This is an optimization exercise on Yosys and OpenROAD, whose aim is small area, not a production implementation. Where RTL was checked, it was by simulation tests only, not by an equivalence proof against the original. No functional check of the RTL was part of run 6. Power and IR drop assume default switching activity.

--- flow/config.mk ---
export PLATFORM = sky130hd
export DESIGN_NAME = timetag_top
export DESIGN_NICKNAME = timetag_top
export VERILOG_FILES = /design/flow/design.v
export SDC_FILE = /design/flow/constraint.sdc
export NUM_CORES = 4
export LEC_CHECK = 0
export CAP_MARGIN = 0
export CORE_MARGIN = 2
export CORE_UTILIZATION = 60
export GPL_TIMING_DRIVEN = 0
export SLEW_MARGIN = 0
--- flow/constraint.sdc ---
create_clock -name core_clock -period 5.0 [get_ports {clk}]
set_input_delay 1.0000 -clock core_clock [delete_from_list [all_inputs] [get_ports {clk}]]
set_output_delay 1.0000 -clock core_clock [all_outputs]
set_load 0.01 [all_outputs]
--- flow/design.v ---
`default_nettype none
package timetag_pkg;
	typedef enum logic [7:0] {
		DET_ENABLE   = 8'h01,
		SEQ_RUN      = 8'h02,
		SEQ_INIT     = 8'h03,
		SEQ_TIMING_0 = 8'h10,
		SEQ_TIMING_1 = 8'h11,
		SEQ_TIMING_2 = 8'h12,
		SEQ_TIMING_3 = 8'h13
	} reg_addr_e;
	typedef enum logic {
		REC_PHOTON = 1'b0,
		REC_LASER  = 1'b1
	} rec_kind_e;
	typedef struct packed {
		logic [31-4:0] reserved;
		logic [4-1:0]  mask;
	} reg_mask_t;
	typedef struct packed {
		logic [15:0] high_count;
		logic [15:0] low_count;
	} reg_timing_t;
	typedef union packed {
		reg_mask_t   mask_view;
		reg_timing_t timing_view;
	} reg_value_u;
endpackage
`default_nettype wire
`timescale 1ns/1ps
`default_nettype none
module cmd_parser (
	input  wire                     clk,
	input  wire                     rst,
	input  wire [7:0]               cmd_data,
	input  wire                     cmd_wr,
	output logic                    reg_wr,
	output logic [2:0]              reg_code,
	output logic [31:0]             reg_value
);
	localparam logic [7:0] MAX_LEN = 8'd5;
	localparam logic [2:0] ST_HUNT  = 3'd0;
	localparam logic [2:0] ST_LEN   = 3'd1;
	localparam logic [2:0] ST_ADDR  = 3'd2;
	localparam logic [2:0] ST_VALUE = 3'd3;
	localparam logic [2:0] ST_SKIP  = 3'd4;
	logic [2:0]  state;
	logic [7:0]  remain;
	logic [1:0]  byte_idx;
	logic        last_byte;
	logic        in_addr;
	logic        in_value;
	logic [7:0]  vbyte;
	logic [2:0]  code;
	assign last_byte = (remain == 8'd1);
	assign in_addr  = cmd_wr & (state == ST_ADDR);
	assign in_value = cmd_wr & (state == ST_VALUE);
	assign code = (cmd_data[7:5] == 3'd0 && cmd_data[3:2] == 2'd0) ? {cmd_data[4], cmd_data[1:0]} : 3'd0;
	always_ff @(posedge clk) begin
		if (rst) begin
			state <= ST_HUNT;
			reg_wr <= 1'b0;
		end else begin
			reg_wr <= (in_addr | in_value) & last_byte;
			if (cmd_wr) begin
				case (state)
					ST_HUNT: begin
						if (cmd_data == 8'hAA)
							state <= ST_LEN;
					end
					ST_LEN: begin
						if (cmd_data == 8'd0)
							state <= ST_HUNT;
						else if (cmd_data > MAX_LEN)
							state <= ST_SKIP;
						else
							state <= ST_ADDR;
					end
					ST_ADDR: state <= last_byte ? ST_HUNT : ST_VALUE;
					ST_VALUE, ST_SKIP: begin
						if (last_byte)
							state <= ST_HUNT;
					end
					default: state <= ST_HUNT;
				endcase
			end
		end
	end
	always_ff @(posedge clk) begin
		if (cmd_wr) begin
			if (state == ST_LEN)
				remain <= cmd_data;
			else
				remain <= remain - 8'd1;
		end
		if (in_addr)
			byte_idx <= 2'd0;
		else if (in_value)
			byte_idx <= byte_idx + 2'd1;
	end
	assign vbyte = (in_addr | rst) ? 8'd0 : cmd_data;
	always_ff @(posedge clk) begin
		if (in_addr)
			reg_code <= code;
		for (int k = 0; k < 4; k++)
			if (in_addr | rst | (in_value & (byte_idx == 2'(k))))
				reg_value[8*k +: 8] <= vbyte;
	end
endmodule
`default_nettype wire
`timescale 1ns/1ps
`default_nettype none
module photon_tagger (
	input  wire                          clk,
	input  wire                          rst,
	input  wire [4-1:0]       detectors,
	input  wire                          wr_det,
	input  wire [4-1:0]       wr_mask,
	output logic                         hit,
	output logic [4-1:0]      hit_mask
);
	logic [4-1:0] det_en;
	logic [4-1:0] sync_a;
	logic [4-1:0] sync_b;
	logic [4-1:0] det_prev;
	logic [4-1:0] tag;
	logic [2:0]              dead [4];
	always_ff @(posedge clk) begin
		if (rst)
			det_en <= '0;
		else if (wr_det)
			det_en <= wr_mask;
	end
	always_ff @(posedge clk) begin
		sync_a <= detectors;
		sync_b <= sync_a;
		det_prev <= sync_b;
	end
	logic [4-1:0] fb;
	always_comb begin
		for (int i = 0; i < 4; i++) begin
			tag[i] = det_en[i] & sync_b[i] & ~det_prev[i] & (dead[i] == 3'b000);
			hit_mask[i] = (dead[i] == 3'b001);
			fb[i] = (~dead[i][2] & dead[i][0]) | (dead[i][2] & dead[i][1] & ~dead[i][0]);
		end
	end
	assign hit = |hit_mask;
	always_ff @(posedge clk) begin
		for (int i = 0; i < 4; i++)
			dead[i] <= rst ? 3'b000 : {dead[i][1:0], fb[i] | tag[i]};
	end
endmodule
`default_nettype wire
`timescale 1ns/1ps
`default_nettype none
module pulse_seq (
	input  wire                          clk,
	input  wire                          rst,
	input  wire                          wr_run,
	input  wire                          wr_init,
	input  wire [4-1:0]       wr_timing,
	input  wire [31:0]                   reg_value,
	output logic [4-1:0]      laser_en,
	output logic                         toggle
);
	logic [4-1:0] run_mask;
	logic [4-1:0] run_next;
	logic [4-1:0] init_mask;
	logic [4-1:0] active;
	logic [4-1:0] flip;
	logic [4-1:0] load;
	logic [4-1:0] lvl;
	logic [31:0]             timing [4];
	assign run_next = wr_run ? reg_value[4-1:0] : run_mask;
	logic rst_d;
	always_ff @(posedge clk)
		rst_d <= rst;
	always_ff @(posedge clk) begin
		if (rst) begin
			run_mask <= '0;
			init_mask <= '0;
		end else begin
			run_mask <= run_next;
			if (wr_init)
				init_mask <= reg_value[4-1:0];
		end
		for (int i = 0; i < 4; i++)
			if (rst_d | wr_timing[i])
				timing[i] <= reg_value;
	end
	logic [15:0] ncnt [4];
	logic [15:0] ninc [4];
	logic [4-1:0] s_hi;
	logic [4-1:0] s_lo;
	always_comb begin
		for (int i = 0; i < 4; i++) begin
			active[i] = run_next[i] & run_mask[i];
			flip[i] = active[i] & (ncnt[i] == 16'hFFFE);
			load[i] = ~active[i] | flip[i];
			lvl[i] = active[i] ? ~laser_en[i] : init_mask[i];
			s_hi[i] = load[i] & lvl[i];
			s_lo[i] = load[i] & ~lvl[i];
			ninc[i] = ncnt[i] + 16'd1;
		end
	end
	always_ff @(posedge clk) begin
		if (rst) begin
			laser_en <= '0;
			toggle <= 1'b0;
		end else begin
			toggle <= |flip;
			for (int i = 0; i < 4; i++)
				if (load[i])
					laser_en[i] <= lvl[i];
		end
		for (int i = 0; i < 4; i++)
			ncnt[i] <= ~(({16{s_hi[i]}} & timing[i][31:16]) |
			             ({16{s_lo[i]}} & timing[i][15:0]) |
			             ({16{~load[i]}} & ~ninc[i]));
	end
endmodule
`default_nettype wire
`timescale 1ns/1ps
`default_nettype none
module record_merger (
	input  wire                    clk,
	input  wire                    rst,
	input  wire                    hit,
	input  wire [4-1:0] hit_mask,
	input  wire                    toggle,
	input  wire [4-1:0] laser_en,
	output logic                   rec_valid,
	output logic [31:0]            rec_data
);
	logic [26-1:0] stamp;
	logic [26-1:0] ts;
	logic                    park_valid;
	logic                    park_take;
	logic [4-1:0] park_mask;
	logic [2:0]              park_low;
	logic                    out_kind;
	logic [2:0]              out_low;
	logic [4-1:0] out_mask;
	logic                    borrow;
	logic [26-1:0] out_stamp;
	logic [26:0]   icy;
	logic [26-3:0] bcy;
	logic [26-4:0] out_hi;
	always_comb begin
		icy[0] = 1'b1;
		for (int b = 0; b < 26; b++) begin
			ts[b] = stamp[b] ^ icy[b];
			icy[b+1] = icy[b] & stamp[b];
		end
	end
	assign park_take = toggle & (hit | park_valid);
	always_ff @(posedge clk) begin
		if (rst) begin
			stamp <= '1;
			rec_valid <= 1'b0;
			park_valid <= 1'b0;
		end else begin
			stamp <= ts;
			rec_valid <= hit | toggle | park_valid;
			park_valid <= park_take | (park_valid & hit);
		end
	end
	always_ff @(posedge clk) begin
		if (park_take) begin
			park_mask <= laser_en;
			park_low <= ts[2:0];
		end
		out_kind <= ~hit;
		out_low <= (~hit & park_valid) ? park_low : ts[2:0];
		if (hit)
			out_mask <= hit_mask;
		else if (park_valid)
			out_mask <= park_mask;
		else
			out_mask <= laser_en;
	end
	assign borrow = (out_low > stamp[2:0]);
	assign out_stamp = {out_hi, out_low};
	localparam int HI = 26 - 3;
	localparam int NG = (HI + 3) / 4;
	logic [NG-1:0] gz;
	logic [NG-1:0] gb;
	always_comb begin
		for (int g = 0; g < NG; g++) begin
			gz[g] = 1'b1;
			for (int b = 4 * g; b < 4 * g + 4 && b < HI; b++)
				gz[g] = gz[g] & ~stamp[3 + b];
		end
		for (int g = 0; g < NG; g++) begin
			gb[g] = 1'b1;
			for (int h = 0; h < g; h++)
				gb[g] = gb[g] & gz[h];
		end
		for (int b = 0; b < HI; b++) begin
			bcy[b] = gb[b / 4];
			for (int c = 4 * (b / 4); c < b; c++)
				bcy[b] = bcy[b] & ~stamp[3 + c];
			out_hi[b] = stamp[3 + b] ^ (borrow & bcy[b]);
		end
	end
	assign rec_data = {out_kind, out_mask, 1'b0, out_stamp};
endmodule
`default_nettype wire
`timescale 1ns/1ps
`default_nettype none
module timetag_top (
	input  wire                     clk,
	input  wire                     rst,
	input  wire [7:0]               cmd_data,
	input  wire                     cmd_wr,
	input  wire [4-1:0]  detectors,
	output logic [4-1:0] laser_en,
	output logic                    rec_valid,
	output logic [31:0]             rec_data
);
	logic                    reg_wr;
	logic [2:0]              reg_code;
	logic [31:0]             reg_value;
	logic                    wr_det;
	logic                    wr_run;
	logic                    wr_init;
	logic [4-1:0] wr_timing;
	logic                    hit;
	logic [4-1:0] hit_mask;
	logic                    toggle;
	cmd_parser u_parser (
		.clk       (clk),
		.rst       (rst),
		.cmd_data  (cmd_data),
		.cmd_wr    (cmd_wr),
		.reg_wr    (reg_wr),
		.reg_code  (reg_code),
		.reg_value (reg_value)
	);
	assign wr_det  = reg_wr & (reg_code == 3'd1);
	assign wr_run  = reg_wr & (reg_code == 3'd2);
	assign wr_init = reg_wr & (reg_code == 3'd3);
	always_comb
		for (int i = 0; i < 4; i++)
			wr_timing[i] = reg_wr & (reg_code == 3'(4 + i));
	photon_tagger u_tagger (
		.clk       (clk),
		.rst       (rst),
		.detectors (detectors),
		.wr_det    (wr_det),
		.wr_mask   (reg_value[4-1:0]),
		.hit       (hit),
		.hit_mask  (hit_mask)
	);
	pulse_seq u_seq (
		.clk       (clk),
		.rst       (rst),
		.wr_run    (wr_run),
		.wr_init   (wr_init),
		.wr_timing (wr_timing),
		.reg_value (reg_value),
		.laser_en  (laser_en),
		.toggle    (toggle)
	);
	record_merger u_merger (
		.clk       (clk),
		.rst       (rst),
		.hit       (hit),
		.hit_mask  (hit_mask),
		.toggle    (toggle),
		.laser_en  (laser_en),
		.rec_valid (rec_valid),
		.rec_data  (rec_data)
	);
endmodule
`default_nettype wire
--- flow/flow/run.sh ---
#!/bin/bash
# Layout flow: the standard ORFS flow with an area-oriented ABC mapping
# script, a coarser clock tree and small port buffers. Every other step is
# the standard one.
set -euo pipefail
HERE=$PWD
FLOWDIR=$HERE/flow

# Synthesis script: the standard flow's, with the final ABC call using our script
{
	head -n 1 synth_recipe.tcl
	cat <<'TCL'
proc abc {args} {
  set i [lsearch -exact $args -script]
  if { $i >= 0 } { lset args [expr {$i + 1}] $::env(MY_ABC_SCRIPT) }
  yosys abc {*}$args
}
TCL
	tail -n +2 synth_recipe.tcl
} > my_synth.tcl
export MY_ABC_SCRIPT=$FLOWDIR/abc_area.script

MAKELINE=$(grep '^make ' standard.sh)
MAKELINE=${MAKELINE//SYNTH_SCRIPT=$HERE\/synth_recipe.tcl/SYNTH_SCRIPT=$HERE\/my_synth.tcl}
MAKELINE=${MAKELINE%\"\$\{@:-finish\}\"}
echo "$MAKELINE" > make_cmd.txt

EXTRA=()
if [[ -f $FLOWDIR/extra.sh ]]; then source $FLOWDIR/extra.sh; fi

eval "$MAKELINE" '"${EXTRA[@]}"' finish > make.log 2>&1

RES=$(sed -n 's/.*WORK_HOME=\([^ ]*\).*/\1/p' make_cmd.txt)/results/sky130hd/timetag_top/base
: # left out here: write the final layout as DEF
--- flow/flow/abc_area.script ---
strash
dc2
dch
amap -F 10 -A 10
topo
stime -c
dnsize -c
--- flow/flow/extra.sh ---
EXTRA=(
	"ADDER_MAP_FILE="
	"CTS_ARGS=-sink_clustering_enable -repair_clock_nets -sink_clustering_size 16 -sink_clustering_max_diameter 60 -dont_use_dummy_load -buf_list {sky130_fd_sc_hd__clkbuf_4 sky130_fd_sc_hd__clkbuf_8}"
	"BUFFER_PORTS_ARGS=-buffer_cell sky130_fd_sc_hd__buf_1"
)
--- flow/standard.sh ---
#!/bin/bash
# synth_recipe.tcl (not shown) runs the flow's synth.tcl, then flattens the netlist and writes it again
# the make line also repeats each setting of config.mk as NAME=value (left out here)
make -C /OpenROAD-flow-scripts/flow DESIGN_CONFIG=/design/flow/config.mk WORK_HOME=/design/flow/orfs CLKGATE_MAP_FILE= SYNTH_SCRIPT=/design/flow/synth_recipe.tcl "${@:-finish}"
==> notes.md, run 1 <==
RSZ-0062 raised after global routing no; P_leak 0.00438 uW; post-synthesis cell count 984; clock group share of total power 26.0%; Synth cell types 38; final WL 23200 um; CTS buffer count 25; CP Max Fanout 3; RR Startpoint u_parser.reg_code[1]; Worst path max stage delay roughly 0.35 ns; Core Area 19300 sq um; Die Ht 144 um; Crit path max-delay family simple AND/OR/NAND/NOR gates; switching share of power 22.8%; post-layout instance area 12600 sq um; sequential share of power between 60 and 70%; Avg Synthesized Cell Area 11.9 sq um; worst skew pair latency 0.54 ns; Layout Utilization ~65%; filler instances 1497; setup total negative slack 0 ns; average wire per standard cell around 17 um; postcts setup bufs 0; startpoint types flop; final cell count without fillers between 1000 and 1500; starting DRC count in detailed routing 699; Synth Flop Type edfxtp_1; via-per-instance ratio approximately 5.8; Die Wd 144 um; GRT busiest layer met2; critical path capture point type output pin; Clock Pin Slew Worst Setup and Hold Paths 0.09 ns; critical path arrival approximately 3.5 ns; clock tree buffer depth 3; peak supply drop approximately 0.25 mV; DIE AREA 20700 sq um; vias in the first global route 6838; Total Power 4610 uW; flop and latch count out of synthesis ~330; Reg-to-Reg End u_seq.ncnt[2][5]; CP required roughly 4 ns; hold depth 0; CTS HTree Levels 1; Buffers & Inverters on Critical Path 4; largest net degree at the start of global routing 42; Crit Path Class flop to output pin; num ports between 50 and 60; CP most frequent cell nand2_1; grt ovf 0; Root Driver clkbuf_8; Layout area overhead 7.59%; post-synthesis net count 999; ratio of final minimum period to clock period 89.9%; Comb pwr share 6.4%; Ant. Diodes 0; internal power between 3000 and 4000 uW; global-route wire length before repair 35800 um; initial core utilization between 60% and 70%; buffers added on ports 50; Syn Std Cell Area 11800 sq um; DR DRC count 0; dpl cell area 12300 sq um; slew margin rel. roughly 8.1%; max cap viols 0; Worst-Margin Slew approximately 1.4 ns; Seq/Total Area, Yosys 70.7%; Detail Placement HPWL 16000 um; min Tclk post-route 4.50 ns; GRT Util Overall a little under a quarter; pwr dens 365 nW/um^2; TritonCTS clock tree yes; clk_skew 0.0309 ns; reg-to-reg setup timing slack 0.86 ns; Async SR Flop Fraction 0%; fmax 222 MHz; final slew viol count 0; Final Hold Fails 0; Post-CTS Hold Buffers 0; nets@finish 1076; Routed Antenna Nets 0; worst hold start u_tagger.sync_a[3]; Vias 7685; met1 Use GR between 30% and 40%; CP max-delay cell dfxtp_1; Gates resized, CTS repair 0; Final setup viols 0; synth warn 9; initial antenna violation count 0; switching pwr 1050 uW; worst r2r path cells 7; status finished clean; CTS sink count approximately 330; DRT Pass-1 Iters 6; global routing usage on met3 between 2 and 3%; fraction of layout cells with a size suffix above 1 3.78%; Hold Path End u_tagger.sync_b[3]; Hold WC Path Type flop to flop; worst path cell trace clkinv_1, nand2_1, o21ai_0, o22a_1, nor2_1, clkinv_1, nor2_1, clkinv_1, nor3_2, nand2_1, nor2_4, nand2_1, nor2_1, nand2_1, nor2_2, nand2_1, nor2_2, nand2_1, nor2_2, nor2_1, a21oi_1, clkbuf_2; Core Rows 51; number of flops mapped to enable cells by yosys 178; # placed instances approximately 1300; grt met2 use a little over a third; GP Congestion around 0.88
logic make-up (layout without fill, tap and decap cells):
family	Yosys count	in the layout	synth area share, %
other	1	1	0.0319
DFF	326	326	70.7
and+or+nand+nor	279	279	10.1
buffers and inverters	131	206	4.25
AOI/OAI and AO/OA	247	247	15.0
per-layer routing:
layer	routed length [um]	part of all wire, %
met1	11000	48
met2	10600	46
met3	1320	5.7
met4	265	1.1
met5	0	0
metrics by stage:
step / hold WS (ns) / worst slack (ns)
detailed placement: 0.313 / 0.677
finish: 0.335 / 0.504
global placement: 0.310 / 0.741
floorplan: 0.310 / 1.28
CTS: 0.335 / 0.237
global route: 0.343 / 0.0169
power by group through the flow:
stage	Clock, uW	Combinational [uW]	Sequential [uW]
after detailed placement	0	297	3180
after CTS	1230	299	3120
after floorplan	0	216	3130
final	1200	295	3120
after global placement	0	292	3170
after global routing	1330	343	3140
worst max-delay path by stage:
stage / startpoint / to / slack (ns) / cells past startpoint
final: u_merger.out_low[2] / rec_data[25] / 0.50 / 22
after global routing: u_merger.out_low[2] / rec_data[25] / 0.02 / 22
after floorplan: u_merger.out_low[2] / rec_data[25] / 1.28 / 21
after global placement: rst / u_parser.reg_value[22] / 0.74 / 3
after detailed placement: rst / u_parser.reg_value[6] / 0.68 / 3
after CTS: u_merger.out_low[2] / rec_data[25] / 0.24 / 22
area by class of cell:
| cell class | count | area, sq um | share of cell area, % |
|---|---|---|---|
| Sequential cell | 326 | 8310 | 65.7 |
| Multi-Input combinational cell | 527 | 2980 | 23.5 |
| Tap cell | 265 | 332 | 2.62 |
| Timing Repair Buffer | 50 | 189 | 1.49 |
| Clock buffer | 25 | 344 | 2.72 |
| Inverter | 129 | 484 | 3.83 |
| Buffer | 2 | 15.0 | 0.119 |
synthesized netlist by cell type (10+ instances only):
master      n  area, sq um
o221a_1    10          113
o22ai_1    13         81.3
edfxtp_1  178         5350
nand2_1    90          338
nor2_1    124          465
a21oi_1    23          115
nor3_1     21          105
nand4_1    14         87.6
clkinv_1  129          484
a222oi_1   61          611
o21ai_0   102          510
dfxtp_1   148         2960
cells in the final DEF, fill, tap and decap left out, types with 3 or more instances in the layout:
master and count:
edfxtp_1 178, dfxtp_1 148, clkinv_1 129, nor2_1 119, o21ai_0 100, nand2_1 90, a222oi_1 61, buf_1 49
clkbuf_8 25, a21oi_1 23, nor3_1 20, nand4_1 14, o22ai_1 13, o221a_1 10, nor4_1 6, nand3_1 6
a21o_1 6, a221oi_1 5, o22a_1 4, a221o_1 4, nor2b_1 4, nor2_2 4, a31o_2 4, o311a_1 4
a22oi_1 3, and3_1 3
registers in the layout, indices dropped and copies added, names as in the netlist, 4 cells and up:
| register | cells |
|---|---|
| u_tagger.dead | 12 |
| u_merger.park_mask | 4 |
| u_parser.remain | 8 |
| u_tagger.det_prev | 4 |
| u_merger.out_mask | 4 |
| u_seq.init_mask | 4 |
| u_seq.timing | 128 |
| u_seq.run_mask | 4 |
| u_tagger.det_en | 4 |
| u_tagger.sync_b | 4 |
| u_seq.ncnt | 64 |
| u_seq.laser_en | 4 |
| u_merger.stamp | 26 |
| u_parser.reg_value | 32 |
| u_tagger.sync_a | 4 |
==> run 2, diff against run 1 <==
==> flow/flow/extra.sh (replaced) <==
EXTRA=(
	"ADDER_MAP_FILE="
	"CTS_ARGS=-sink_clustering_enable -repair_clock_nets -sink_clustering_size 10 -sink_clustering_max_diameter 50 -dont_use_dummy_load -buf_list sky130_fd_sc_hd__clkbuf_4"
	"BUFFER_PORTS_ARGS=-buffer_cell sky130_fd_sc_hd__buf_1"
)
==> run 2 against run 1 <==
  * Still clean on timing, DRC and antenna
  * Sequential share of layout area up 0.11 points
  * Power is 1.2% lower
  * Synthesized area stayed put
  * Clock skew up 0.020 ns
  * First-iteration DRC count is 6.3% higher
  * Flip-flop and latch count is the same
  * Wire length rose by 0.93%
  * Worst hold slack worse by 0.0054 ns
  * Synthesized cell count did not move
  * Clock-buffer cell count is 15 higher
  * Design area fell by 0.17%
  * Largest power group unchanged
==> notes.md, run 2 <==
largest register by flop count u_seq.timing (unchanged); slew margin rel. 9.41% (was 8.14%); GP Congestion 0.876 (unchanged); Syn Std Cell Area 11800 sq um (unchanged); buffers added on ports 50 (unchanged); number of flops mapped to enable cells by yosys 178 (unchanged); Synth cell types 38 (unchanged); Fin Hold WS 0.330 ns (was 0.335 ns); most frequent cells in the layout edfxtp_1 (178), dfxtp_1 (148), clkinv_1 (128) (was edfxtp_1 (178), dfxtp_1 (148), clkinv_1 (129)); switching pwr 1070 uW (was 1050 uW); Die Wd 144 um (unchanged); switching share of power 23.6% (was 22.8%); nets@finish 1092 (was 1076); initial antenna violation count 1 (was 0); fmax 224 MHz (was 222 MHz); initial core utilization 60.8% (unchanged); grt ovf 0 (unchanged); Synth area leader edfxtp_1 (unchanged); min Tclk post-route 4.46 ns (was 4.50 ns); most frequent cells after synthesis edfxtp_1 (178), dfxtp_1 (148), clkinv_1 (129) (unchanged); flop and latch count out of synthesis 326 (unchanged); peak supply drop 0.192 mV (was 0.254 mV); via-per-instance ratio 5.73 (was 5.80); Die Ht 144 um (unchanged); CTS sink count 326 (unchanged); Core Area 19300 sq um (unchanged); status finished clean (unchanged); DR DRC count 0 (unchanged); starting DRC count in detailed routing 743 (was 699); setup total negative slack 0 ns (unchanged); max FFs per register 128 (unchanged); Crit Path Class flop to output pin (unchanged); clk_skew 0.0510 ns (was 0.0309 ns); Final Hold Fails 0 (unchanged); Clock Pin Slew Worst Setup and Hold Paths 0.10 ns (was 0.09 ns); Total Power 4560 uW (was 4610 uW); Vias 7688 (was 7685); CTS HTree Levels 2 (was 1); largest net degree at the start of global routing 42 (unchanged); Comb pwr share 6.5% (was 6.4%); largest registers u_seq.timing x128, u_seq.ncnt x64, u_parser.reg_value x32 (unchanged); vias in the first global route 6968 (was 6838); commonest non-fill, non-tap cell in the layout edfxtp_1 (unchanged); Detail Placement HPWL 16000 um (unchanged); Async SR Flop Fraction 0% (unchanged); Layout area overhead 7.41% (was 7.59%); pwr dens 361 nW/um^2 (was 365 nW/um^2); top-count cell post-synth edfxtp_1 (unchanged); GRT Util Overall 23.0% (was 22.6%); Seq/Total Area, Yosys 70.7% (unchanged); ratio of final minimum period to clock period 89.3% (was 89.9%); Final setup viols 0 (unchanged); Routed Antenna Nets 0 (unchanged); Synth Flop Type edfxtp_1 (unchanged); top post-synthesis cells by area edfxtp_1 (45%), dfxtp_1 (25%), a222oi_1 (5.2%) (unchanged); TritonCTS clock tree yes (unchanged); DIE AREA 20700 sq um (unchanged); global-route wire length before repair 36200 um (was 35800 um); Root Driver clkbuf_4 (was clkbuf_8); average wire per standard cell 17.4 um (was 17.5 um); final WL 23400 um (was 23200 um); P_leak 0.00441 uW (was 0.00438 uW); CTS buffer count 40 (was 25); num ports 52 (unchanged); final slew viol count 0 (unchanged); postcts setup bufs 0 (unchanged); clock tree buffer depth 3 (unchanged); clock group share of total power 25.1% (was 26.0%); Avg Synthesized Cell Area 11.9 sq um (unchanged); DRT Pass-1 Iters 6 (unchanged); Hold WC Path Type flop to flop (unchanged); startpoint types flop (unchanged); CP required 4.00 ns (about the same); RSZ-0062 raised after global routing no (unchanged); worst skew pair latency 0.62 ns (was 0.54 ns); Worst-Margin Slew 1.35 ns (was 1.37 ns); sequential share of power 68.4% (was 67.6%); critical path arrival 3.46 ns (was 3.50 ns); dpl cell area 12300 sq um (unchanged); fraction of layout cells with a size suffix above 1 5.40% (was 3.78%); post-layout instance area 12600 sq um (about the same); max cap viols 0 (unchanged); share of the synthesized area in the top cell type 45.5% (unchanged); critical path capture point type output pin (unchanged); Core Rows 51 (unchanged); CP Max Fanout 3 (unchanged); internal power 3480 uW (was 3560 uW); filler instances 1521 (was 1497); post-synthesis cell count 984 (unchanged); post-synthesis net count 999 (unchanged); synth warn 9 (unchanged)
==> run 2: per-layer routing <==
layer  part of all wire [%]  GRT usage, %  vias to the layer above  wire length, um
met5                      0             0                        -                0
met3                    5.3          3.81                       30             1230
met4                    1.5          5.78                        0              346
met2                     45          35.7                      171            10600
li1                       -             -                     3873                -
met1                     48          34.2                     3614            11200
==> run 2: area by class of cell <==
type                       instances  area, sq um  area share [%]
clock buffer                      40          300            2.38
tap                              265          332            2.63
antenna                            1         2.50          0.0198
sequential                       326         8310            65.8
timing repair buffer              51          200            1.59
buffer                             2         15.0           0.119
inverter                         129          484            3.83
multi-input combinational        527         2990            23.6
==> run 2: critical path, cell delays in order (launching register included) <==
cell      delay, ns
dfxtp_1        0.36
clkinv_1       0.09
nand2_1        0.06
o21ai_0        0.07
o22a_1         0.18
nor2_1         0.12
clkinv_1       0.09
nor2_1         0.15
inv_2          0.08
nor2_1         0.13
clkinv_1       0.09
nor2_1         0.13
clkinv_1       0.11
nor2_1         0.12
nand2_1        0.09
nor2_1         0.14
clkinv_1       0.11
nor3_1         0.23
clkinv_1       0.15
nor2_1         0.12
o22ai_1        0.09
buf_1          0.13
==> run 2: worst paths after layout <==
path                   startpoint  slack [ns]  cells past startpoint                  to
max           u_merger.out_low[2]        0.54                     21        rec_data[13]
max reg2reg  u_parser.reg_code[1]        1.01                      7    u_seq.ncnt[0][2]
min reg2reg    u_tagger.sync_a[1]        0.33                      0  u_tagger.sync_b[1]
min            u_tagger.sync_a[1]        0.33                      0  u_tagger.sync_b[1]
==> run 2: kinds of logic (layout without fill, tap and decap cells) <==
kind of cell	Yosys count	count (layout)	share of synthesized area, %
AO/OA/AOI/OAI	247	247	15.0
buffers and inverters	131	222	4.25
flip-flops	326	326	70.7
other	1	2	0.0319
AND/OR/NAND/NOR	279	279	10.1
==> run 2: what timing repair did <==
action	4_1_cts	5_1_grt
gates resized for setup	0	10
setup endpoints to repair	0	7
hold buffers	0	0
==> run 2: per-stage QoR <==
step / worst slack, ns / util (%) / instances
floorplan: 1.28 / - / 984
global placement: 0.741 / 63.5 / 1299
detailed placement: 0.677 / 63.5 / 1299
CTS: 0.128 / 65.1 / 1339
global route: 0.0329 / 65.3 / 1341
finish: 0.535 / 65.3 / 1341
==> run 2: power by group through the flow <==
| stage | clock [uW] | combinational, uW | sequential [uW] |
|---|---|---|---|
| after floorplan | 0 | 216 | 3130 |
| after global placement | 0 | 292 | 3170 |
| after detailed placement | 0 | 297 | 3180 |
| after CTS | 1180 | 299 | 3120 |
| after global routing | 1280 | 343 | 3140 |
| final | 1140 | 296 | 3120 |
==> run 3, diff against run 2 <==
--- a/flow/design.v
+++ b/flow/design.v
@@ -113,6 +113,7 @@
 module photon_tagger (
 	input  wire                          clk,
 	input  wire                          rst,
+	input  wire                          rst_d,
 	input  wire [4-1:0]       detectors,
 	input  wire                          wr_det,
 	input  wire [4-1:0]       wr_mask,
@@ -126,9 +127,7 @@
 	logic [4-1:0] tag;
 	logic [2:0]              dead [4];
 	always_ff @(posedge clk) begin
-		if (rst)
-			det_en <= '0;
-		else if (wr_det)
+		if (rst_d | wr_det)
 			det_en <= wr_mask;
 	end
 	always_ff @(posedge clk) begin
@@ -147,7 +146,7 @@
 	assign hit = |hit_mask;
 	always_ff @(posedge clk) begin
 		for (int i = 0; i < 4; i++)
-			dead[i] <= rst ? 3'b000 : {dead[i][1:0], fb[i] | tag[i]};
+			dead[i] <= rst ? 3'b101 : {dead[i][1:0], fb[i] | tag[i]};
 	end
 endmodule
 `default_nettype wire
@@ -156,6 +155,7 @@
 module pulse_seq (
 	input  wire                          clk,
 	input  wire                          rst,
+	input  wire                          rst_d,
 	input  wire                          wr_run,
 	input  wire                          wr_init,
 	input  wire [4-1:0]       wr_timing,
@@ -172,9 +172,6 @@
 	logic [4-1:0] lvl;
 	logic [31:0]             timing [4];
 	assign run_next = wr_run ? reg_value[4-1:0] : run_mask;
-	logic rst_d;
-	always_ff @(posedge clk)
-		rst_d <= rst;
 	always_ff @(posedge clk) begin
 		if (rst) begin
 			run_mask <= '0;
@@ -328,6 +325,9 @@
 	logic                    hit;
 	logic [4-1:0] hit_mask;
 	logic                    toggle;
+	logic                    rst_d;
+	always_ff @(posedge clk)
+		rst_d <= rst;
 	cmd_parser u_parser (
 		.clk       (clk),
 		.rst       (rst),
@@ -346,6 +346,7 @@
 	photon_tagger u_tagger (
 		.clk       (clk),
 		.rst       (rst),
+		.rst_d     (rst_d),
 		.detectors (detectors),
 		.wr_det    (wr_det),
 		.wr_mask   (reg_value[4-1:0]),
@@ -355,6 +356,7 @@
 	pulse_seq u_seq (
 		.clk       (clk),
 		.rst       (rst),
+		.rst_d     (rst_d),
 		.wr_run    (wr_run),
 		.wr_init   (wr_init),
 		.wr_timing (wr_timing),
==> run 3 against run 2 <==
  * Cell count decreased by 1.2%
  * Non-clock buffer count grew 2
  * Still clean
  * Highest routed layer unchanged
  * Worst setup slack improved by 0.0053 ns
  * Clock power about the same
==> notes.md, run 3 <==
status finished clean (unchanged); reg-to-reg setup timing slack 0.95 ns (was 1.01 ns); largest net degree at the start of global routing 33 (was 42); P_leak 0.00440 uW (was 0.00441 uW); Die Wd 144 um (about the same); nets@finish 1076 (was 1092); CP Max Fanout 3 (unchanged); Root Driver clkbuf_4 (unchanged); post-synthesis cell count 967 (was 984); most frequent cells in the layout edfxtp_1 (182), dfxtp_1 (144), nor2_1 (118) (was edfxtp_1 (178), dfxtp_1 (148), clkinv_1 (128)); final cell count without fillers 1325 (was 1341); number of flops mapped to enable cells by yosys 182 (was 178); starting DRC count in detailed routing 754 (was 743); Post-CTS Hold Buffers 0 (unchanged); Metal-1 WL 10800 um (was 11200 um); synth warn 9 (unchanged); Die Ht 144 um (about the same); Synth cell types 37 (was 38); critical path arrival 3.46 ns (about the same); max FFs per register 128 (unchanged); worst hold start u_tagger.sync_a[3] (was u_tagger.sync_a[1]); initial core utilization 60.6% (was 60.8%); Crit Path Class flop to output pin (unchanged); Clock Pin Slew Worst Setup and Hold Paths 0.10 ns (about the same); GRT Util Overall 24.1% (was 23.0%); worst skew pair latency 0.65 ns (was 0.62 ns); Layout area overhead 7.45% (was 7.41%); clock tree buffer depth 3 (unchanged); CP required 4.00 ns (about the same); setup total negative slack 0 ns (unchanged); Avg Synthesized Cell Area 12.1 sq um (was 11.9 sq um); uppermost layer routed met4 (unchanged); grt ovf 0 (unchanged); Synth area leader edfxtp_1 (unchanged); DR DRC count 0 (unchanged); final WL 23900 um (was 23400 um); # placed instances 1282 (was 1299); Hold Path End u_tagger.sync_b[3] (was u_tagger.sync_b[1]); post-synthesis net count 982 (was 999); Syn Std Cell Area 11700 sq um (was 11800 sq um); share of the synthesized area in the top cell type 46.6% (was 45.5%); pwr dens 367 nW/um^2 (was 361 nW/um^2); CTS buffer count 39 (was 40); top post-synthesis cells by area edfxtp_1 (47%), dfxtp_1 (25%), a222oi_1 (5.2%) (was edfxtp_1 (45%), dfxtp_1 (25%), a222oi_1 (5.2%)); initial antenna violation count 1 (unchanged); critical path capture point type output pin (unchanged); filler instances 1560 (was 1521); Routed Antenna Nets 0 (unchanged); CTS HTree Levels 2 (unchanged); max cap viols 0 (unchanged); Synth Flop Type edfxtp_1 (unchanged); min Tclk post-route 4.46 ns (about the same); peak supply drop 0.224 mV (was 0.192 mV); ratio of final minimum period to clock period 89.2% (was 89.3%); fraction of layout cells with a size suffix above 1 5.95% (was 5.40%); Vias 7702 (was 7688); Routed met2 length 11100 um (was 10600 um); Worst-Margin Slew 1.35 ns (about the same); commonest non-fill, non-tap cell in the layout edfxtp_1 (unchanged); clk_skew 0.0497 ns (was 0.0510 ns); global-route wire length before repair 37700 um (was 36200 um); multi-input logic area 2960 sq um (was 2990 sq um); largest register by flop count u_seq.timing (unchanged); Seq/Total Area, Yosys 71.2% (was 70.7%); DRT Pass-1 Iters 6 (unchanged); largest registers u_seq.timing x128, u_seq.ncnt x64, u_parser.reg_value x32 (unchanged); flop and latch count out of synthesis 326 (unchanged); fmax 224 MHz (about the same); Core Rows 51 (unchanged); Core Area 19300 sq um (unchanged); Detail Placement HPWL 15900 um (was 16000 um); Async SR Flop Fraction 0% (unchanged); Hold WC Path Type flop to flop (unchanged); RR Startpoint u_parser.reg_code[2] (was u_parser.reg_code[1]); via-per-instance ratio 5.81 (was 5.73); worst r2r path cells 8 (was 7); Reg-to-Reg End u_seq.ncnt[2][5] (was u_seq.ncnt[0][2]); average wire per standard cell 18.0 um (was 17.4 um); hold depth 0 (unchanged); GP Congestion 0.833 (was 0.876); most frequent cells after synthesis edfxtp_1 (182), dfxtp_1 (144), nor2_1 (127) (was edfxtp_1 (178), dfxtp_1 (148), clkinv_1 (129)); CTS sink count 326 (unchanged); slew margin rel. 10.0% (was 9.41%); startpoint types flop (unchanged); vias in the first global route 7149 (was 6968); TritonCTS clock tree yes (unchanged); Final Hold Fails 0 (unchanged); sequential cell area 8350 sq um (was 8310 sq um); num ports 52 (unchanged); final slew viol count 0 (unchanged); postcts setup bufs 0 (unchanged); top-count cell post-synth edfxtp_1 (unchanged); buffers added on ports 50 (unchanged); met3 WL 1320 um (was 1230 um); DIE AREA 20700 sq um (about the same); Final setup viols 0 (unchanged)
[run 3: cell count changes in the layout (fill, tap and decap cells not counted), sizes merged, moves of 6 or more]
cell | previous run | this run
a31oi | 1 | 8
nand2 | 90 | 77
clkinv | 128 | 114
o221a | 10 | 4
a21o | 6 | 13
[run 3: cells by family after synthesis]
family / synth area share, %
buffers and inverters: 3.81
AND/OR/NAND/NOR: 9.88
AO/OA/AOI/OAI: 15.0
other: 0.0320
flip-flops: 71.2
[run 3: repair_timing]
item	CTS	global route
resized for setup	0	10
endpoints found under the hold margin	0	0
setup endpoints to repair	0	5
[run 3: power breakdown]
part	switching [uW]	internal (uW)
logic	202	121
registers	128	3020
clock network	780	361
[run 3: worst max-delay path by stage]
stage | from | endpoint | slack [ns] | cells after the start
finish | u_merger.out_low[2] | rec_data[25] | 0.54 | 22
global route | u_merger.out_low[2] | rec_data[25] | -0.02 | 22
CTS | u_merger.out_low[2] | rec_data[25] | 0.14 | 22
detailed placement | u_parser.reg_code[2] | u_seq.ncnt[3][6] | 0.70 | 8
global placement | u_parser.reg_code[2] | u_seq.ncnt[3][4] | 0.74 | 8
floorplan | u_merger.out_low[2] | rec_data[25] | 1.28 | 21
[run 3: through the flow]
stage | area, sq um | util, % | hold WS, ns | power (uW) | setup WS, ns
3_5_place_dp | 12200 | 63.3 | 0.314 | 3540 | 0.701
6_report | 12600 | 65.1 | 0.340 | 4620 | 0.540
5_1_grt | 12600 | 65.1 | 0.349 | 4830 | -0.0157
2_1_floorplan | 11700 | - | 0.310 | 3400 | 1.28
3_3_place_gp | 12200 | 63.3 | 0.311 | 3530 | 0.741
4_1_cts | 12500 | 64.8 | 0.338 | 4660 | 0.140
[run 3: layout make-up]
class / instances / share of cell area [%]
antenna: 1 / 0.0199
buffer: 2 / 0.119
clock buffer: 39 / 2.33
inverter: 115 / 3.43
multi-input combinational: 524 / 23.5
sequential: 326 / 66.3
tap: 265 / 2.63
timing repair buffer: 53 / 1.68
[run 3: layer usage]
metal  vias up  GRT usage, %
met5         -             0
met4         0          7.69
met3        44          4.07
met2       230          38.9
met1      3614          33.7
li1       3814             -
[run 3: critical path: stages, from the launching register on]
cell	delay (ns)
dfxtp_1	0.35
clkinv_1	0.08
nand2_1	0.06
o21ai_0	0.07
o22a_1	0.17
nor2_1	0.13
clkinv_1	0.11
nor2_2	0.12
inv_2	0.07
nor3_2	0.14
nand2_1	0.12
nor2_2	0.12
nand2_1	0.09
nor2_1	0.17
nand2_1	0.13
nor2_2	0.14
nand2_1	0.11
nor2_2	0.12
nand2_1	0.10
nor2_2	0.13
nor2_1	0.05
a21oi_1	0.10
buf_1	0.16
==> run 4, diff against run 3 <==
--- a/flow/config.mk
+++ b/flow/config.mk
@@ -7,6 +7,6 @@
 export LEC_CHECK = 0
 export CAP_MARGIN = 0
 export CORE_MARGIN = 2
-export CORE_UTILIZATION = 60
+export CORE_UTILIZATION = 75
 export GPL_TIMING_DRIVEN = 0
 export SLEW_MARGIN = 0
==> run 4 against run 3 <==
  * Synthesized area stayed put
  * Clock-buffer cell count fell by 1
  * Wire length down 5.1%
  * Largest power group unchanged
  * Combinational power about the same
  * Still clean on timing, DRC and antenna
  * Sequential share of layout area is 0.58 points higher
  * Die area decreased by 19%
  * Clock skew is 0.0084 ns higher
==> notes.md, run 4 <==
postcts setup bufs 0 (unchanged); startpoint types flop (unchanged); Async SR Flop Fraction 0% (unchanged); global routing usage on met3 4.70% (was 4.07%); Worst path max stage delay 0.34 ns (was 0.35 ns); GRT busiest layer met2 (unchanged); final slew viol count 0 (unchanged); critical path arrival 3.56 ns (was 3.46 ns); top post-synthesis cells by area edfxtp_1 (47%), dfxtp_1 (25%), a222oi_1 (5.2%) (unchanged); global-route wire length before repair 35300 um (was 37700 um); DR DRC count 0 (unchanged); critical path capture point type output pin (unchanged); fraction of layout cells with a size suffix above 1 4.73% (was 5.95%); Crit path max-delay family simple AND/OR/NAND/NOR gates (unchanged); vias in the first global route 7172 (was 7149); initial core utilization 76.8% (was 60.6%); Layout Utilization 81.8% (was 65.1%); Avg Synthesized Cell Area 12.1 sq um (unchanged); Buffers & Inverters on Critical Path 4 (unchanged); Die Wd 129 um (was 144 um); num ports 52 (unchanged); GRT Util Overall 27.7% (was 24.1%); met1 Use GR 39.7% (was 33.7%); max cap viols 0 (unchanged); status finished clean (unchanged); RSZ-0062 raised after global routing no; min Tclk post-route 4.56 ns (was 4.46 ns); Detail Placement HPWL 15800 um (was 15900 um); GP Congestion 0.830 (was 0.833); Fin Hold WS 0.313 ns (was 0.340 ns); CTS HTree Levels 2 (unchanged); worst skew pair latency 0.63 ns (was 0.65 ns); number of flops mapped to enable cells by yosys 182 (unchanged); Syn Std Cell Area 11700 sq um (unchanged); worst path cell trace clkinv_1, nand2_1, o21ai_0, o22a_1, nor2_1, clkinv_1, nor2_1, inv_2, nor3_4, nand2_1, nor2_1, nand2_1, nor2_1, nand2_1, nor2_1, nand2_1, nor2_1, nand2_1, nor2_2, nor2_1, a21oi_1, buf_1 (was clkinv_1, nand2_1, o21ai_0, o22a_1, nor2_1, clkinv_1, nor2_2, inv_2, nor3_2, nand2_1, nor2_2, nand2_1, nor2_1, nand2_1, nor2_2, nand2_1, nor2_2, nand2_1, nor2_2, nor2_1, a21oi_1, buf_1); CP most frequent cell nor2_1 (was nand2_1); synth warn 9 (unchanged); grt met2 use 44.2% (was 38.9%); Seq/Total Area, Yosys 71.2% (unchanged); buffers added on ports 50 (unchanged); top-count cell post-synth edfxtp_1 (unchanged); fmax 219 MHz (was 224 MHz); Final setup viols 0 (unchanged); clock tree buffer depth 3 (unchanged); Root Driver clkbuf_4 (unchanged); Vias 7945 (was 7702); grt ovf 0 (unchanged); Post-CTS Hold Buffers 0 (unchanged); Core Rows 45 (was 51); nets@finish 1073 (was 1076); final WL 22700 um (was 23900 um); Synth Flop Type edfxtp_1 (unchanged); DRT Pass-1 Iters 8 (was 6); initial antenna violation count 1 (unchanged); slew margin rel. 8.91% (was 10.0%); Die Ht 129 um (was 144 um); pwr dens 367 nW/um^2 (about the same); Synth cell types 37 (unchanged); commonest non-fill, non-tap cell in the layout edfxtp_1 (unchanged); CP max-delay cell dfxtp_1 (unchanged); CP Max Fanout 3 (unchanged); setup total negative slack 0 ns (unchanged); DIE AREA 16600 sq um (was 20700 sq um); Crit Path Class flop to output pin (unchanged); most frequent cells in the layout edfxtp_1 (182), dfxtp_1 (144), nor2_1 (125) (was edfxtp_1 (182), dfxtp_1 (144), nor2_1 (118)); starting DRC count in detailed routing 927 (was 754); Core Area 15300 sq um (was 19300 sq um); largest registers u_seq.timing x128, u_seq.ncnt x64, u_parser.reg_value x32 (unchanged); Worst-Margin Slew 1.36 ns (was 1.35 ns); largest net degree at the start of global routing 33 (unchanged); peak supply drop 0.308 mV (was 0.224 mV); flop and latch count out of synthesis 326 (unchanged); Routed Antenna Nets 0 (unchanged); ratio of final minimum period to clock period 91.3% (was 89.2%); post-synthesis net count 982 (unchanged); via-per-instance ratio 6.27 (was 5.81); final cell count without fillers 1268 (was 1325); Clock Pin Slew Worst Setup and Hold Paths 0.11 ns (was 0.10 ns); Hold WC Path Type flop to flop (unchanged); CTS buffer count 38 (was 39); TritonCTS clock tree yes (unchanged); most frequent cells after synthesis edfxtp_1 (182), dfxtp_1 (144), nor2_1 (127) (unchanged); largest register by flop count u_seq.timing (unchanged); clk_skew 0.0581 ns (was 0.0497 ns); Layout area overhead 6.52% (was 7.45%); P_leak 0.00440 uW (about the same); CP required 4.00 ns (about the same); Synth area leader edfxtp_1 (unchanged); share of the synthesized area in the top cell type 46.6% (unchanged); Gates resized, CTS repair 0 (unchanged); CTS sink count 326 (unchanged); Final Hold Fails 0 (unchanged); max FFs per register 128 (unchanged); # placed instances 1228 (was 1282); post-synthesis cell count 967 (unchanged); average wire per standard cell 17.9 um (was 18.0 um)
[run 4: power by group]
group	switching, uW	total (uW)	leakage (uW)	internal, uW
clock	752	1100	0.000175	353
sequential	126	3150	0.00300	3020
combinational	203	323	0.00123	121
total	1080	4580	0.00440	3500
[run 4: logic make-up after synthesis]
group           after synthesis  synth area share [%]
buf+inv                     117                  3.81
simple gates                271                  9.88
flops                       326                  71.2
other cells                   1                0.0320
compound gates              252                  15.0
[run 4: per-stage QoR]
step | worst slack [ns] | instance area, sq um | total power (uW)
2_1_floorplan | 1.28 | 11700 | 3400
3_5_place_dp | 0.620 | 12200 | 3530
6_report | 0.436 | 12500 | 4580
4_1_cts | 0.194 | 12500 | 4590
5_1_grt | 0.0200 | 12500 | 4750
3_3_place_gp | 0.771 | 12200 | 3510
[run 4: final cells by class]
cell class	count	area, sq um
fillers	888	2780
plain buffers	2	15.0
inverters	115	432
well taps	211	264
multi-input cells	524	2940
repair buffers	51	194
flip-flops and latches	326	8350
clock buffers	38	285
diodes	1	2.50
[run 4: layer usage]
layer / wire length, um / vias up
met1: 9760 / 3762
met2: 10600 / 318
met5: 0 / -
met3: 1770 / 56
met4: 565 / 0
li1: - / 3809
[run 4: path summary, 6_finish.rpt]
| kind | startpoint | endpoint | slack, ns | cells after the start |
|---|---|---|---|---|
| min reg2reg | u_tagger.sync_a[2] | u_tagger.sync_b[2] | 0.31 | 0 |
| min | u_tagger.sync_a[2] | u_tagger.sync_b[2] | 0.31 | 0 |
| max | u_merger.out_low[2] | rec_data[25] | 0.44 | 22 |
| max reg2reg | u_parser.reg_code[2] | u_seq.ncnt[2][1] | 0.48 | 8 |
==> run 5, diff against run 4 <==
--- a/flow/design.v
+++ b/flow/design.v
@@ -52,7 +52,7 @@
 	logic        in_value;
 	logic [7:0]  vbyte;
 	logic [2:0]  code;
-	assign last_byte = (remain == 8'd1);
+	assign last_byte = (remain[2:0] == 3'd1) && (state != ST_SKIP || remain[7:3] == 5'd0);
 	assign in_addr  = cmd_wr & (state == ST_ADDR);
 	assign in_value = cmd_wr & (state == ST_VALUE);
 	assign code = (cmd_data[7:5] == 3'd0 && cmd_data[3:2] == 2'd0) ? {cmd_data[4], cmd_data[1:0]} : 3'd0;
@@ -86,17 +86,16 @@
 			end
 		end
 	end
+	assign byte_idx = remain[4:3];
 	always_ff @(posedge clk) begin
 		if (cmd_wr) begin
 			if (state == ST_LEN)
 				remain <= cmd_data;
+			else if (state == ST_VALUE)
+				remain <= {remain[7:5], remain[4:3] + 2'd1, remain[2:0] - 3'd1};
 			else
 				remain <= remain - 8'd1;
 		end
-		if (in_addr)
-			byte_idx <= 2'd0;
-		else if (in_value)
-			byte_idx <= byte_idx + 2'd1;
 	end
 	assign vbyte = (in_addr | rst) ? 8'd0 : cmd_data;
 	always_ff @(posedge clk) begin
==> run 5 against run 4 <==
  * Combinational power increased by 2%
  * Die area decreased by 0.18%
  * Via count decreased by 1.1%
  * Largest power group unchanged
  * Still clean on timing, DRC and antenna
  * Highest routed layer unchanged
  * Synthesized area decreased by 0.18%
  * Worst setup slack improved by 0.044 ns
==> notes.md, run 5 <==
CP max-delay cell dfxtp_1 (unchanged); Crit path max-delay family simple AND/OR/NAND/NOR gates (unchanged); Ant. Diodes 0 (was 1); P_leak 0.00435 uW (was 0.00440 uW); clock tree buffer depth 3 (unchanged); pwr dens 366 nW/um^2 (was 367 nW/um^2); slew margin rel. 8.09% (was 8.91%); CTS buffer count 38 (unchanged); DR DRC count 0 (unchanged); multiplexer share of the synthesized area 0% (unchanged); Die Ht 129 um (about the same); Reg-to-Reg End u_seq.ncnt[1][6] (was u_seq.ncnt[2][1]); synth warn 9 (unchanged); RSZ-0062 raised after global routing no (unchanged); global-route wire length before repair 36300 um (was 35300 um); worst skew pair latency 0.63 ns (about the same); fmax 221 MHz (was 219 MHz); Critical Path Sink rec_data[13] (was rec_data[25]); final slew viol count 0 (unchanged); Avg Synthesized Cell Area 12.1 sq um (about the same); setup total negative slack 0 ns (unchanged); top-count cell post-synth edfxtp_1 (unchanged); most frequent cells in the layout edfxtp_1 (182), dfxtp_1 (142), nor2_1 (123) (was edfxtp_1 (182), dfxtp_1 (144), nor2_1 (125)); max cap viols 0 (unchanged); status finished clean (unchanged); clk_skew 0.0429 ns (was 0.0581 ns); multi-input logic area 2950 sq um (was 2940 sq um); Layout Utilization 81.8% (about the same); largest register by flop count u_seq.timing (unchanged); buffers added on ports 50 (unchanged); CTS sink count 324 (was 326); nets@finish 1075 (was 1073); RR Startpoint u_parser.reg_code[2] (unchanged); complex-gate fraction of the synthesized area 14.9% (was 15.0%); largest registers u_seq.timing x128, u_seq.ncnt x64, u_parser.reg_value x32 (unchanged); share of the synthesized area in the top cell type 46.7% (was 46.6%); most frequent cells after synthesis edfxtp_1 (182), dfxtp_1 (142), nor2_1 (127) (was edfxtp_1 (182), dfxtp_1 (144), nor2_1 (127)); filler instances 908 (was 888); peak supply drop 0.329 mV (was 0.308 mV); Root Driver clkbuf_4 (unchanged); post-synthesis cell count 969 (was 967); post-synthesis net count 984 (was 982); Seq/Total Area, Yosys 71.0% (was 71.2%); Clock Pin Slew Worst Setup and Hold Paths 0.10 ns (was 0.11 ns); Vias 7855 (was 7945); ratio of final minimum period to clock period 90.4% (was 91.3%); flop and latch count out of synthesis 324 (was 326); critical path capture point type output pin (unchanged); Detail Placement HPWL 15900 um (was 15800 um); Post-CTS Hold Buffers 0 (unchanged); CP Max Fanout 3 (unchanged); vias in the first global route 7337 (was 7172); startpoint types flop (unchanged); post-synthesis simple-gate area fraction 9.98% (was 9.88%); largest net degree at the start of global routing 33 (unchanged); initial core utilization 76.9% (was 76.8%); Post-Synth Adder-Cell Area 0% (unchanged); Core Rows 45 (unchanged); DIE AREA 16600 sq um (about the same); Worst-Margin Slew 1.38 ns (was 1.36 ns); CP required 4.00 ns (about the same); reg-to-reg setup timing slack 0.91 ns (was 0.48 ns); xor-xnor portion of the synthesized cell area 0.0749% (was 0%); Critical Path Source u_merger.out_low[2] (unchanged); starting DRC count in detailed routing 869 (was 927); max FFs per register 128 (unchanged); Synth area leader edfxtp_1 (unchanged); GRT Util Overall 28.6% (was 27.7%); num ports 52 (unchanged); Buffers & Inverters on Critical Path 8 (was 4); commonest non-fill, non-tap cell in the layout edfxtp_1 (unchanged); fraction of layout cells with a size suffix above 1 4.82% (was 4.73%); Final Hold Fails 0 (unchanged); initial antenna violation count 0 (was 1); sequential cell area 8310 sq um (was 8350 sq um); number of flops mapped to enable cells by yosys 182 (unchanged); Routed Antenna Nets 0 (unchanged); Gates resized, CTS repair 0 (unchanged); Crit Path Class flop to output pin (unchanged); Async SR Flop Fraction 0% (unchanged); GP Congestion 0.844 (was 0.830); worst r2r path cells 9 (was 8); Synth Flop Type edfxtp_1 (unchanged); Synth cell types 38 (was 37); CP most frequent cell nor2_1 (unchanged); final WL 22800 um (was 22700 um); Final setup viols 0 (unchanged); critical path arrival 3.52 ns (was 3.56 ns); top post-synthesis cells by area edfxtp_1 (47%), dfxtp_1 (24%), a222oi_1 (5.4%) (was edfxtp_1 (47%), dfxtp_1 (25%), a222oi_1 (5.2%)); min Tclk post-route 4.52 ns (was 4.56 ns); Total Power 4550 uW (was 4580 uW); via-per-instance ratio 6.30 (was 6.27); Hold WC Path Type flop to flop (unchanged); Die Wd 129 um (about the same); TritonCTS clock tree yes (unchanged); number of cells on the critical path 21 (was 22); Worst path max stage delay 0.35 ns (was 0.34 ns); Syn Std Cell Area 11700 sq um (about the same); average wire per standard cell 18.3 um (was 17.9 um); DRT Pass-1 Iters 7 (was 8); grt ovf 0 (unchanged); Core Area 15200 sq um (was 15300 sq um); CTS HTree Levels 2 (unchanged); postcts setup bufs 0 (unchanged); worst path cell trace clkinv_1, nand2_1, o21ai_0, o22a_1, nor2_1, clkinv_1, nor2_1, inv_2, nor2_1, clkinv_1, nor2_1, clkinv_1, nor2_1, nand2_1, nor2_1, clkinv_1, nor3_1, clkinv_1, nor2_1, o22ai_1, buf_1 (was clkinv_1, nand2_1, o21ai_0, o22a_1, nor2_1, clkinv_1, nor2_1, inv_2, nor3_4, nand2_1, nor2_1, nand2_1, nor2_1, nand2_1, nor2_1, nand2_1, nor2_1, nand2_1, nor2_2, nor2_1, a21oi_1, buf_1); Layout area overhead 6.31% (was 6.52%); largest family of logic cells by synthesized area compound AO/OA/AOI/OAI gates (unchanged)
-- run 5: cell count changes after synthesis, moves of 2 or more --
cell      previous run  this run
o21ai_0             99        94
a221oi_1             5         2
nand2_1             77        81
nor3_1              18        15
clkinv_1           115       119
a21o_1              13         9
o21bai_1             0         2
dfxtp_1            144       142
a222oi_1            61        63
o22ai_1             11        14
-- run 5: metal layers --
metal	wire [um]	up-vias	global-route usage, %
met5	0	-	0
met4	585	0	9.02
met3	1480	52	4.99
met2	11100	306	47.2
met1	9690	3679	39.6
li1	-	3818	-
-- run 5: how the worst min path moves through the flow --
stage | end | from | cells after the start
detailed placement | u_tagger.sync_b[2] | u_tagger.sync_a[2] | 0
global route | u_tagger.sync_b[2] | u_tagger.sync_a[2] | 0
floorplan | u_tagger.sync_b[0] | u_tagger.sync_a[0] | 0
CTS | u_tagger.sync_b[1] | u_tagger.sync_a[1] | 0
finish | u_tagger.sync_b[2] | u_tagger.sync_a[2] | 0
global placement | u_tagger.sync_b[2] | u_tagger.sync_a[2] | 0
-- run 5: layout make-up --
class / instances / area share [%]
Tap cell: 188 / 1.89
Inverter: 119 / 3.59
Buffer: 2 / 0.121
Clock buffer: 38 / 2.29
Sequential cell: 324 / 66.8
Multi-Input combinational cell: 524 / 23.7
Timing Repair Buffer: 51 / 1.56
-- run 5: cell families (layout without fill, tap and decap cells) --
group                     Yosys count  after routing
AOI/OAI and AO/OA                 248            248
other                               1              1
DFF                               324            324
and+or+nand+nor                   274            274
xor gates and xnor gates            1              1
buffers and inverters             121            210
-- run 5: through the flow --
stage	area, sq um	hold WS (ns)	instances	worst slack (ns)
5_1_grt	12400	0.337	1246	0.00512
3_5_place_dp	12100	0.315	1207	0.741
6_report	12400	0.338	1246	0.481
2_1_floorplan	11700	0.310	969	1.28
4_1_cts	12400	0.335	1245	0.118
3_3_place_gp	12100	0.310	1207	0.907
-- run 5: power by group --
group          switching [uW]  internal [uW]  total, uW  leakage, uW
clock network             740            353       1090     0.000175
registers                 122           3010       3130      0.00299
logic                     207            121        329      0.00118
total                    1070           3480       4550      0.00435
==> run 6, diff against run 5 <==
--- a/flow/design.v
+++ b/flow/design.v
@@ -52,7 +52,7 @@
 	logic        in_value;
 	logic [7:0]  vbyte;
 	logic [2:0]  code;
-	assign last_byte = (remain[2:0] == 3'd1) && (state != ST_SKIP || remain[7:3] == 5'd0);
+	assign last_byte = (remain == 8'd1);
 	assign in_addr  = cmd_wr & (state == ST_ADDR);
 	assign in_value = cmd_wr & (state == ST_VALUE);
 	assign code = (cmd_data[7:5] == 3'd0 && cmd_data[3:2] == 2'd0) ? {cmd_data[4], cmd_data[1:0]} : 3'd0;
@@ -86,16 +86,17 @@
 			end
 		end
 	end
-	assign byte_idx = remain[4:3];
 	always_ff @(posedge clk) begin
 		if (cmd_wr) begin
 			if (state == ST_LEN)
 				remain <= cmd_data;
-			else if (state == ST_VALUE)
-				remain <= {remain[7:5], remain[4:3] + 2'd1, remain[2:0] - 3'd1};
 			else
 				remain <= remain - 8'd1;
 		end
+		if (in_addr)
+			byte_idx <= 2'd0;
+		else if (in_value)
+			byte_idx <= byte_idx + 2'd1;
 	end
 	assign vbyte = (in_addr | rst) ? 8'd0 : cmd_data;
 	always_ff @(posedge clk) begin
@@ -275,28 +276,14 @@
 		else
 			out_mask <= laser_en;
 	end
-	assign borrow = (out_low > stamp[2:0]);
+	always_ff @(posedge clk)
+		borrow <= ~hit & park_valid & (park_low > ts[2:0]);
 	assign out_stamp = {out_hi, out_low};
-	localparam int HI = 26 - 3;
-	localparam int NG = (HI + 3) / 4;
-	logic [NG-1:0] gz;
-	logic [NG-1:0] gb;
 	always_comb begin
-		for (int g = 0; g < NG; g++) begin
-			gz[g] = 1'b1;
-			for (int b = 4 * g; b < 4 * g + 4 && b < HI; b++)
-				gz[g] = gz[g] & ~stamp[3 + b];
-		end
-		for (int g = 0; g < NG; g++) begin
-			gb[g] = 1'b1;
-			for (int h = 0; h < g; h++)
-				gb[g] = gb[g] & gz[h];
-		end
-		for (int b = 0; b < HI; b++) begin
-			bcy[b] = gb[b / 4];
-			for (int c = 4 * (b / 4); c < b; c++)
-				bcy[b] = bcy[b] & ~stamp[3 + c];
-			out_hi[b] = stamp[3 + b] ^ (borrow & bcy[b]);
+		bcy[0] = borrow;
+		for (int b = 3; b < 26; b++) begin
+			out_hi[b-3] = stamp[b] ^ bcy[b-3];
+			bcy[b-2] = bcy[b-3] & ~stamp[b];
 		end
 	end
 	assign rec_data = {out_kind, out_mask, 1'b0, out_stamp};
==> flow/flow/abc_area.script (replaced) <==
strash
dc2
dch
amap -F 10 -A 10
strash
dch
amap -F 10 -A 10
topo
stime -c
dnsize -c
--- a/flow/config.mk
+++ b/flow/config.mk
@@ -7,6 +7,6 @@
 export LEC_CHECK = 0
 export CAP_MARGIN = 0
 export CORE_MARGIN = 2
-export CORE_UTILIZATION = 75
+export CORE_UTILIZATION = 70
 export GPL_TIMING_DRIVEN = 0
 export SLEW_MARGIN = 0
==> run 6 against run 5 <==
  * Register-to-register slack better by 0.09 ns
  * Synthesized cell count down 1.0%
  * Largest power group unchanged
  * First-iteration DRC count up 8.9%
  * Critical path depth up 5
  * Sequential power up 1%
==> notes.md, run 6 <==
dpl cell area 12200 sq um (was 12100 sq um); multiplexer share of the synthesized area 0% (unchanged); pwr dens 366 nW/um^2 (about the same); sequential cell area 8370 sq um (was 8310 sq um); clk_skew 0.0565 ns (was 0.0429 ns); CP Max Fanout 4 (was 3); Post-Synth Adder-Cell Area 0% (unchanged); average wire per standard cell 17.9 um (was 18.3 um); vias in the first global route 7249 (was 7337); Routed Antenna Nets 0 (unchanged); startpoint types flop (unchanged); buffers added on ports 50 (unchanged); Layout Utilization 77.4% (was 81.8%); Vias 7831 (was 7855); via-per-instance ratio 6.12 (was 6.30); DIE AREA 17700 sq um (was 16600 sq um); critical path capture point type output pin (unchanged); DRT Pass-1 Iters 8 (was 7); share of the synthesized area in the top cell type 46.9% (was 46.7%); Post-CTS Hold Buffers 0 (unchanged); critical path arrival 3.75 ns (was 3.52 ns); peak supply drop 0.274 mV (was 0.329 mV); largest net degree at the start of global routing 36 (was 33); Hold WC Path Type flop to flop (unchanged); worst skew pair latency 0.64 ns (was 0.63 ns); flop and latch count out of synthesis 327 (was 324); Synth Flop Type edfxtp_1 (unchanged); Final Hold Fails 0 (unchanged); slew margin rel. 5.54% (was 8.09%); initial antenna violation count 0 (unchanged); switching share of power 24.0% (was 23.5%); post-layout instance area 12700 sq um (was 12400 sq um); Final setup viols 0 (unchanged); most frequent cells in the layout edfxtp_1 (182), dfxtp_1 (145), clkinv_1 (114) (was edfxtp_1 (182), dfxtp_1 (142), nor2_1 (123)); P_leak 0.00449 uW (was 0.00435 uW); Core Area 16400 sq um (was 15200 sq um); num ports 52 (unchanged); largest register by flop count u_seq.timing (unchanged); Worst-Margin Slew 1.41 ns (was 1.38 ns); final WL 22900 um (was 22800 um); status finished clean (unchanged); GRT Util Overall 26.1% (was 28.6%); fmax 210 MHz (was 221 MHz); number of flops mapped to enable cells by yosys 182 (unchanged); post-synthesis net count 974 (was 984); nets@finish 1075 (unchanged); min Tclk post-route 4.75 ns (was 4.52 ns); Layout area overhead 8.99% (was 6.31%); final slew viol count 0 (unchanged); Root Driver clkbuf_4 (unchanged); CTS buffer count 39 (was 38); fraction of layout cells with a size suffix above 1 7.66% (was 4.82%); post-synthesis cell count 959 (was 969); Clock Pin Slew Worst Setup and Hold Paths 0.09 ns (was 0.10 ns); global-route wire length before repair 36100 um (was 36300 um); DR DRC count 0 (unchanged); Synth area leader edfxtp_1 (unchanged); Die Ht 133 um (was 129 um); CTS HTree Levels 2 (unchanged); sequential share of power 68.1% (was 68.7%); most frequent cells after synthesis edfxtp_1 (182), dfxtp_1 (145), nor2_1 (120) (was edfxtp_1 (182), dfxtp_1 (142), nor2_1 (127)); initial core utilization 71.0% (was 76.9%); ratio of final minimum period to clock period 95.0% (was 90.4%); Comb pwr share 7.6% (was 7.2%); Crit path max-delay family simple AND/OR/NAND/NOR gates (unchanged); CTS sink count 327 (was 324); switching pwr 1120 uW (was 1070 uW); multi-input logic area 3010 sq um (was 2950 sq um); Detail Placement HPWL 15500 um (was 15900 um); reg-to-reg setup timing slack 1.00 ns (was 0.91 ns); Crit Path Class flop to output pin (unchanged); top post-synthesis cells by area edfxtp_1 (47%), dfxtp_1 (25%), a222oi_1 (5.4%) (was edfxtp_1 (47%), dfxtp_1 (24%), a222oi_1 (5.4%)); max cap viols 0 (unchanged); internal power 3530 uW (was 3480 uW); starting DRC count in detailed routing 946 (was 869); Worst path max stage delay 0.31 ns (was 0.35 ns); Synth cell types 36 (was 38); CP required 4.00 ns (about the same); grt ovf 0 (unchanged); Syn Std Cell Area 11700 sq um (about the same); xor-xnor portion of the synthesized cell area 0% (was 0.0749%); top-count cell post-synth edfxtp_1 (unchanged); clock group share of total power 24.3% (was 24.0%); Die Wd 133 um (was 129 um); largest family of logic cells by synthesized area compound AO/OA/AOI/OAI gates (unchanged); Seq/Total Area, Yosys 71.8% (was 71.0%); Async SR Flop Fraction 0% (unchanged); Core Rows 47 (was 45); largest registers u_seq.timing x128, u_seq.ncnt x64, u_parser.reg_value x32 (unchanged); Buffers & Inverters on Critical Path 3 (was 8); commonest non-fill, non-tap cell in the layout edfxtp_1 (unchanged); max FFs per register 128 (unchanged); complex-gate fraction of the synthesized area 14.9% (about the same); post-synthesis simple-gate area fraction 9.43% (was 9.98%); Avg Synthesized Cell Area 12.1 sq um (about the same); synth warn 9 (unchanged); TritonCTS clock tree yes (unchanged); CP most frequent cell nor2_4 (was nor2_1); clock tree buffer depth 3 (unchanged); GP Congestion 0.816 (was 0.844); CP max-delay cell dfxtp_1 (unchanged); filler instances 1053 (was 908)
run 6: cell types whose count changed after synthesis, moves of 3 or more:
cell | previous run | this run
or3_1 | 0 | 3
dfxtp_1 | 142 | 145
o21ai_0 | 94 | 107
nor2_1 | 127 | 120
a31o_1 | 5 | 0
nor4_1 | 8 | 5
o22ai_1 | 14 | 20
nand2_1 | 81 | 85
a21oi_1 | 24 | 21
nand4_1 | 18 | 15
nor3_1 | 15 | 11
o221a_1 | 5 | 1
a21o_1 | 9 | 12
clkinv_1 | 119 | 114
run 6: what timing repair did:
action	in CTS	in global routing
setup buffers	0	7
cloned	0	0
pin swaps	0	16
setup endpoints to repair	4	4
gates resized for setup	10	29
run 6: layer usage:
metal	global-route usage (%)	vias to the layer above	part of all wire [%]
met5	0	-	0
met4	7.35	0	1.8
met3	5.40	39	8.3
met2	40.1	297	46
met1	38.7	3702	44
li1	-	3793	-
run 6: kinds of logic (layout without fill, tap and decap cells):
| kind of cell | Yosys count | after routing |
|---|---|---|
| AO/OA/AOI/OAI | 255 | 255 |
| AND/OR/NAND/NOR | 260 | 260 |
| buffers and inverters | 116 | 215 |
| flip-flops | 327 | 327 |
| other | 1 | 2 |
run 6: metrics by stage:
stage	instances	setup TNS, ns	hold WS (ns)	total power (uW)	setup WS (ns)
final	1279	0	0.321	4650	0.248
after global routing	1278	-0.188	0.300	4840	-0.116
after CTS	1271	0	0.313	4660	0.0357
after detailed placement	1232	0	0.312	3560	0.346
after global placement	1229	0	0.311	3540	0.523
after floorplan	959	0	0.310	3430	0.900
run 6: layout make-up:
cell class,instances,area share (%)
inverters,114,3.37
multi-input cells,516,23.7
plain buffers,2,0.118
clock buffers,39,2.31
diodes,1,0.0197
repair buffers,60,2.39
flip-flops and latches,327,65.9
well taps,220,2.17
run 6: path summary, 6_finish.rpt:
| kind | startpoint | cells after the start | endpoint |
|---|---|---|---|
| hold / removal | u_tagger.sync_a[2] | 0 | u_tagger.sync_b[2] |
| setup reg to reg | u_merger.stamp[0] | 27 | u_merger.stamp[25] |
| hold reg to reg | u_tagger.sync_a[2] | 0 | u_tagger.sync_b[2] |
| setup / recovery | u_merger.stamp[3] | 26 | rec_data[24] |
run 6: power by group through the flow:
stage                     combinational [uW]  clock, uW  sequential, uW
after floorplan                          248          0            3180
final                                    354       1130            3170
after global routing                     402       1250            3190
after detailed placement                 346          0            3220
after CTS                                347       1150            3160
after global placement                   325          0            3210

## separate check: timing with driven ports
The results above use ideal ports. As a check the final layouts listed here were re-extracted and re-timed, cells and wires unchanged. Step 1 (the two cells are an assumption about what drives the block):
set clk [get_ports {clk}]
set_driving_cell -lib_cell sky130_fd_sc_hd__clkbuf_16 $clk
set_driving_cell -lib_cell sky130_fd_sc_hd__buf_2 [delete_from_list [all_inputs] $clk]
Step 2, shift: input delay + t, output delay - t, t = (earliest + latest rising clock arrival at the registers) / 2. This alone moves slack from input paths to output paths. a / b / c = no drivers / after step 1 / after step 2; a / b = the first two.
run	t (ns)	setup slack, ns	clock arrival spread, ns	pins driven straight from the clock port
run 1	0.571	0.504 / 0.462 / 0.843	0.031 / 0.032	1
run 2	0.645	0.535 / 0.496 / 0.812	0.079 / 0.079	1
run 3	0.664	0.540 / 0.500 / 0.946	0.050 / 0.050	1
run 4	0.642	0.436 / 0.398 / 0.482	0.058 / 0.058	1
run 5	0.644	0.481 / 0.445 / 0.908	0.043 / 0.044	1
run 6	0.653	0.248 / 0.214 / 0.867	0.062 / 0.062	1
After both steps every run listed still meets setup and hold.
